Background: an optimization exercise with open tools, aiming at small area. Do not read the settings as production practice.
Function was checked by simulation only, so behaviour that the tests miss may differ from the original.

Design csa_frame_top, start of the top module:
module csa_frame_top
#(
	parameter int PKT_BYTES = csa_pkg::PKT_BYTES,
	parameter int CW_BYTES = csa_pkg::CW_BYTES
)
(
	input logic clk,
	input logic rst,
	input logic ts_valid,
	input csa_pkg::byte_t ts_byte,
	input logic cw_valid,
	input csa_pkg::byte_t cw_byte,
	input logic cnt_valid,
	input csa_pkg::byte_t cnt_byte,
	input logic pid_valid,
	input csa_pkg::byte_t pid_byte,
	input logic gbe_valid,
	input csa_pkg::byte_t gbe_byte,
	input logic port_valid,
	input csa_pkg::byte_t port_byte,
	output logic out_valid,
	output csa_pkg::byte_t out_byte,
	output logic finish_pkt
);
Size: ~1700 cells after synthesis, roughly 1500 flip-flops, ~0.046 sq mm of cells after synthesis.
Settings: LEC_CHECK=0, CAP_MARGIN=20, CORE_MARGIN=2, CORE_UTILIZATION=60, SLEW_MARGIN=20; clock period 5.0 ns.
standard.sh (not shown) runs the stock make flow with config.mk's settings and CLKGATE_MAP_FILE= SYNTH_SCRIPT=/design/flow/synth_recipe.tcl, a recipe that flattens the netlist after the stock synthesis.
==> flow/flow/run.sh <==
#!/bin/bash
# The standard ORFS layout (standard.sh) with three changes:
#  - synthesis maps the combinational logic with an area-oriented ABC
#    script (flow/abc_area.script); everything else in the synthesis,
#    including flip-flop mapping, flattening and renaming, is the standard flow's own
#  - port buffers use the smallest buffer cell
#  - CTS builds full leaf clusters of clkbuf_8 without dummy loads
# Each tool's output stays in orfs/logs; make's own output goes to
# standard.log.
set -uo pipefail
WORK=$PWD
FLOWDIR=$WORK/flow

# synth.tcl from ORFS, with the ABC call pointed at our script
sed 's|^\(\s*\)log_cmd abc {\*}$abc_args|\1lset abc_args 1 $::env(MY_ABC_SCRIPT)\n\1log_cmd abc {*}$abc_args|' \
	"$FLOW_HOME/scripts/synth.tcl" > "$WORK/my_synth.tcl"
grep -q 'MY_ABC_SCRIPT' "$WORK/my_synth.tcl" || { echo "could not patch synth.tcl"; exit 1; }
sed "s|source \$::env(SCRIPTS_DIR)/synth.tcl|source $WORK/my_synth.tcl|" \
	"$WORK/synth_recipe.tcl" > "$WORK/my_synth_recipe.tcl"
grep -q "my_synth.tcl" "$WORK/my_synth_recipe.tcl" || { echo "could not patch synth_recipe.tcl"; exit 1; }
sed "s|SYNTH_SCRIPT=[^ ]*|SYNTH_SCRIPT=$WORK/my_synth_recipe.tcl|" \
	"$WORK/standard.sh" > "$WORK/my_standard.sh"
grep -q "my_synth_recipe.tcl" "$WORK/my_standard.sh" || { echo "could not patch standard.sh"; exit 1; }

export MY_ABC_SCRIPT=$FLOWDIR/abc_area.script
export BUFFER_PORTS_ARGS="-buffer_cell sky130_fd_sc_hd__buf_1"
export CTS_ARGS="-sink_clustering_enable -repair_clock_nets -dont_use_dummy_load -buf_list {sky130_fd_sc_hd__clkbuf_4 sky130_fd_sc_hd__clkbuf_8} -sink_clustering_buffer sky130_fd_sc_hd__clkbuf_8 -sink_clustering_size 21 -sink_clustering_max_diameter 100"
bash "$WORK/my_standard.sh" > "$WORK/standard.log" 2>&1
==> flow/flow/abc_area.script <==
strash
dc2
dch
amap
strash
dc2
dch
amap
strash
dch
amap
topo
stime -c
Next try:
--- a/flow/flow/run.sh
+++ b/flow/flow/run.sh
@@ -26,3 +26,3 @@
 export BUFFER_PORTS_ARGS="-buffer_cell sky130_fd_sc_hd__buf_1"
-export CTS_ARGS="-sink_clustering_enable -repair_clock_nets -dont_use_dummy_load -buf_list {sky130_fd_sc_hd__clkbuf_4 sky130_fd_sc_hd__clkbuf_8} -sink_clustering_buffer sky130_fd_sc_hd__clkbuf_8 -sink_clustering_size 21 -sink_clustering_max_diameter 100"
+export CTS_ARGS="-sink_clustering_enable -repair_clock_nets -dont_use_dummy_load -buf_list sky130_fd_sc_hd__clkbuf_8 -sink_clustering_size 21 -distance_between_buffers 1000 -branching_point_buffers_distance 1000 -sink_clustering_max_diameter 100"
 bash "$WORK/my_standard.sh" > "$WORK/standard.log" 2>&1
Settings changed: CORE_UTILIZATION 60 to 70.
Outcome: Area after synthesis stays the same. Setup slack got worse by 78 ps. Routed wire length is lower by a few percent. Die area is lower by about a fifth. Global-route usage is higher by 1.6 points. Cell count is lower by a few percent. Critical path depth is unchanged.
Next try:
--- a/flow/flow/run.sh
+++ b/flow/flow/run.sh
@@ -26,3 +26,3 @@
 export BUFFER_PORTS_ARGS="-buffer_cell sky130_fd_sc_hd__buf_1"
-export CTS_ARGS="-sink_clustering_enable -repair_clock_nets -dont_use_dummy_load -buf_list sky130_fd_sc_hd__clkbuf_8 -sink_clustering_size 21 -distance_between_buffers 1000 -branching_point_buffers_distance 1000 -sink_clustering_max_diameter 100"
+export CTS_ARGS="-sink_clustering_enable -repair_clock_nets -dont_use_dummy_load -buf_list sky130_fd_sc_hd__clkbuf_8 -sink_clustering_size 21 -sink_clustering_max_diameter 100"
 bash "$WORK/my_standard.sh" > "$WORK/standard.log" 2>&1
Settings changed: CORE_UTILIZATION 70 to 80.
Now the flow aborted during detailed placement (3_5_place_dp).
Area after synthesis does not change.
Synthesized cell count stays the same.
Next try:
Settings changed: CAP_MARGIN 20 to 5, CORE_UTILIZATION 80 to 60, SLEW_MARGIN 20 to 5.
What happened: The changed run ran to the end with no violations; synthesized cell count stays the same; synthesized area stays the same.

re-timing with driven ports:
No port has a modelled driver above. Below, the same layouts with a new extraction and two added sets of constraints. Step 1 (the two cells are an assumption about what drives the block):
set clk [get_ports {clk}]
set_driving_cell -lib_cell sky130_fd_sc_hd__clkbuf_16 $clk
set_driving_cell -lib_cell sky130_fd_sc_hd__buf_2 [delete_from_list [all_inputs] $clk]
Step 2 adds t to the input delays and takes it off the output delays; t is the mean of the earliest and latest rising clock arrival at the registers after step 1. Input paths then give back, and output paths get back, about the clock's delay inside the block. Three values: ideal, step 1, step 2; two values: the first two.
| run | t (ns) | setup slack, ns | worst register clock-pin slew, ns | pins driven straight from the clock port |
|---|---|---|---|---|
| the first run | 0.739 | 1.770 / 1.770 / 1.770 | 0.12 / 0.12 | 1 |
| the second run | 0.740 | 1.692 / 1.692 / 1.692 | 0.12 / 0.12 | 1 |
| the fourth run | 0.739 | 1.770 / 1.770 / 1.770 | 0.12 / 0.12 | 1 |
After both steps every run listed still meets setup and hold.
